What follows belongs to an exercise in optimizing a design on an open flow for small area; a production flow would make more cautious choices.
RTL that was checked went through simulation tests only; none was proved equivalent to the original.
Power is estimated from default activity; no workload was simulated.

==> 08-16 <==
Design ifu_top, start of the top module:
module ifu_top #(
	parameter int    QUEUE_DEPTH = 8,
	parameter logic [31:0] RESET_PC    = '0
) (
	input  logic         clk,
	input  logic         rst,
	input  logic         flush,
	input  fetch_pkg::xlen_t        flush_pc,
	output logic         mem_req,
	output fetch_pkg::xlen_t        mem_addr,
	input  logic         mem_ack,
	input  fetch_pkg::xlen_t        mem_data,
	output fetch_pkg::bht_idx_t     bht_idx,
	input  logic         bht_taken,
	input  logic         rob_full,
	input  logic         slb_full,
	input  logic         rs_full,
	output logic         issue_valid,
	output logic         issue_to_slb,
	output fetch_pkg::issue_entry_t issue_entry
);
==> module issue_router, before the edit <==
module issue_router (
	input  logic         clk,
	input  logic         rst,
	input  logic         flush,
	input  fetch_pkg::xlen_t        fetch_pc,
	input  logic         empty,
	input  logic [31:0]  head_inst,
	input  logic         head_bht,
	input  logic         head_jal,
	input  logic         head_br,
	input  logic         rob_full,
	input  logic         slb_full,
	input  logic         rs_full,
	output logic         pop,
	output logic         issue_valid,
	output logic         issue_to_slb,
	output fetch_pkg::issue_entry_t issue_entry
);
	fetch_pkg::rob_tag_t tag_cnt;  
	fetch_pkg::xlen_t    head_pc;  
	logic [2:0]          cls;
	fetch_pkg::reg_idx_t rd;
	fetch_pkg::xlen_t    imm, target, pc_plus4, pc_next;
	logic                is_jal, is_br, taken, target_full;
	inst_decode u_dec (.inst(head_inst), .cls, .rd, .imm);
	assign is_jal = head_jal;
	assign is_br  = head_br;
	assign taken  = is_jal || (is_br && head_bht);
	assign pc_plus4 = head_pc + 32'd4;
	fetch_pkg::xlen_t offset;
	always_comb begin
		if (is_jal)
			offset = {{11{head_inst[31]}}, head_inst[31], head_inst[19:12], head_inst[20],
				head_inst[30:21], 1'b0};
		else if (is_br)
			offset = {{19{head_inst[31]}}, head_inst[31], head_inst[7], head_inst[30:25],
				head_inst[11:8], 1'b0};
		else
			offset = 32'd4;
	end
	assign target   = head_pc + offset;
	assign pc_next  = taken ? target : pc_plus4;
	assign issue_to_slb = (cls == fetch_pkg::ic_load) || (cls == fetch_pkg::ic_store);
	assign target_full  = issue_to_slb ? slb_full : rs_full;
	assign issue_valid = !empty && !rob_full && !target_full;
	assign pop         = issue_valid;
	assign issue_entry = {head_pc, head_inst, cls, rd, imm, target, taken, tag_cnt};
	always_ff @(posedge clk) begin
		if (rst || flush)
			tag_cnt <= '0;  
		else if (issue_valid)
			tag_cnt <= tag_cnt + 1'b1;  
	end
	always_ff @(posedge clk) begin
		if (empty)
			head_pc <= fetch_pc;
		else if (issue_valid)
			head_pc <= pc_next;
	end
endmodule
Settings: LEC_CHECK=0, CAP_MARGIN=20, CORE_MARGIN=2, CORE_UTILIZATION=60, CTS_BUF_LIST=sky130_fd_sc_hd__clkbuf_16, CTS_CLUSTER_DIAMETER=100, CTS_CLUSTER_SIZE=28, SLEW_MARGIN=20; clock period 6.0 ns.
standard.sh (not shown) runs the stock make flow with config.mk's settings and CLKGATE_MAP_FILE= SYNTH_SCRIPT=/design/flow/synth_recipe.tcl, a recipe that flattens the netlist after the stock synthesis.
==> flow/flow/run.sh <==
#!/bin/bash
# The standard layout with two changes to how it is made:
#  - synthesis maps logic with an area-oriented ABC script (flow/abc_area.script);
#    everything else in synthesis, registers included, is the standard one
#  - plain buf_1 cells as the port buffers (every port still gets its own buffer)
set -euo pipefail
here=$(pwd)
rm -rf "$here/scripts_abc"
cp -r "$FLOW_HOME/scripts" "$here/scripts_abc"
cp "$here/flow/abc_area.script" "$here/scripts_abc/abc_speed.script"
export BUFFER_PORTS_ARGS="-buffer_cell sky130_fd_sc_hd__buf_1"
bash standard.sh SCRIPTS_DIR="$here/scripts_abc" synth > synth.log 2>&1
bash standard.sh finish > layout.log 2>&1
==> flow/flow/abc_area.script <==
&get -n
&st
&syn2
&dc2
&syn2
&dc2
&dch
&nf -R 1000
&put
topo
dnsize -c
==> inputs of 07-20, as changes to 08-16 <==
--- a/flow/design.v
+++ b/flow/design.v
@@ -244,17 +244,34 @@
 	assign is_br  = head_br;
 	assign taken  = is_jal || (is_br && head_bht);
-	assign pc_plus4 = head_pc + 32'd4;
-	fetch_pkg::xlen_t offset;
+	logic        jb, c_lo, c_inc, imm_sign;
+	logic [20:0] offset;
+	logic [20:0] sum_lo;
+	logic [18:0] inc_lo;
+	logic [10:0] pc_hi, hi_up, hi_dn, target_hi;
+	assign jb       = is_jal || is_br;
+	assign imm_sign = jb && head_inst[31];
 	always_comb begin
 		if (is_jal)
-			offset = {{11{head_inst[31]}}, head_inst[31], head_inst[19:12], head_inst[20],
-				head_inst[30:21], 1'b0};
+			offset = {head_inst[31], head_inst[19:12], head_inst[20], head_inst[30:21], 1'b0};
 		else if (is_br)
-			offset = {{19{head_inst[31]}}, head_inst[31], head_inst[7], head_inst[30:25],
+			offset = {{8{head_inst[31]}}, head_inst[31], head_inst[7], head_inst[30:25],
 				head_inst[11:8], 1'b0};
 		else
-			offset = 32'd4;
+			offset = 21'd4;
 	end
-	assign target   = head_pc + offset;
+	assign {c_lo, sum_lo}   = {1'b0, head_pc[20:0]} + {1'b0, offset};
+	assign {c_inc, inc_lo}  = {1'b0, head_pc[20:2]} + 20'd1;
+	assign pc_hi = head_pc[31:21];
+	assign hi_up = pc_hi + 11'd1;
+	assign hi_dn = pc_hi - 11'd1;
+	always_comb begin
+		case ({imm_sign, c_lo})
+			2'b01:   target_hi = hi_up;
+			2'b10:   target_hi = hi_dn;
+			default: target_hi = pc_hi;
+		endcase
+	end
+	assign target   = {target_hi, sum_lo};
+	assign pc_plus4 = {c_inc ? hi_up : pc_hi, inc_lo, head_pc[1:0]};
 	assign pc_next  = taken ? target : pc_plus4;
 	assign issue_to_slb = (cls == fetch_pkg::ic_load) || (cls == fetch_pkg::ic_store);
==> flow/flow/abc_area.script (replaced) <==
&get -n
&st
&syn2
&dc2
&dch
&nf -R 1000
&put
topo
dnsize -c
- CORE_UTILIZATION: 60 -> 40
- CTS_BUF_LIST: sky130_fd_sc_hd__clkbuf_16 -> not set
- CTS_CLUSTER_DIAMETER: 100 -> not set
- CTS_CLUSTER_SIZE: 28 -> not set
==> inputs of 09-18, as changes to 08-16 <==
--- a/flow/flow/run.sh
+++ b/flow/flow/run.sh
@@ -10,4 +10,5 @@
 cp "$here/flow/abc_area.script" "$here/scripts_abc/abc_speed.script"
 export BUFFER_PORTS_ARGS="-buffer_cell sky130_fd_sc_hd__buf_1"
+export SETUP_MOVE_SEQUENCE="unbuffer,sizeup,swap"
 bash standard.sh SCRIPTS_DIR="$here/scripts_abc" synth > synth.log 2>&1
 bash standard.sh finish > layout.log 2>&1
==> flow/flow/abc_area.script (replaced) <==
&get -n
&st
&syn2
&dc2
&dch
&nf -R 1000
&put
topo
dnsize -c
- CORE_UTILIZATION: 60 -> 40
- CTS_BUF_LIST: sky130_fd_sc_hd__clkbuf_16 -> sky130_fd_sc_hd__clkbuf_8 sky130_fd_sc_hd__clkbuf_16
- CTS_CLUSTER_DIAMETER: 100 -> 80
- CTS_CLUSTER_SIZE: 28 -> 20
==> summary of the runs <==
09-18 passed the timing, design-rule and antenna checks. 08-16 ran to the end with violations: negative setup slack. 07-20 ran to the end with violations: negative setup slack.
The lowest non-clock buffer count belongs to 09-18, the highest to 07-20.
The lowest worst hold slack belongs to 07-20, the highest to 08-16.
In sequential power, 09-18 and 08-16 hardly differ.
The lowest utilization belongs to 09-18, the highest to 08-16.
Between 08-16 and 07-20, the lower clock-buffer cell count is in 08-16 (gap 40).
The lowest setup slack belongs to 07-20, the highest to 09-18.
Clock power: 08-16 < 09-18 < 07-20.
Clock skew: 08-16 is higher than 07-20 (0.013 ns).
Only the layout flow was run in 07-20; the RTL was not checked for function there.

## re-timing with driven ports
No port has a modelled driver above. Below, the same layouts with a new extraction and two added sets of constraints. Step 1: set_driving_cell puts a clkbuf_16 on clk and a buf_2 on each other input, an assumption about the parent block. Step 2, shift: input delay + t, output delay - t, t = (earliest + latest rising clock arrival at the registers) / 2. This alone moves slack from input paths to output paths. Slacks: ideal ports / drivers / drivers and shift; pairs: ideal ports / drivers.
run | t, ns | setup slack, ns | worst setup path at the end | latest minus earliest clock arrival (ns) | pins driven straight from the clock port
08-16 | 0.570 | -0.002 / -0.054 / -0.022 | input to register | 0.027 / 0.027 | 1
07-20 | 0.593 | -0.608 / -0.666 / -0.073 | register to output | 0.014 / 0.015 | 1
09-18 | 0.595 | 0.335 / 0.285 / 0.233 | input to register | 0.019 / 0.019 | 1
For 09-18, which loses most, drivers alone change the setup slack by -0.050 ns; drivers and shift together by -0.102 ns.
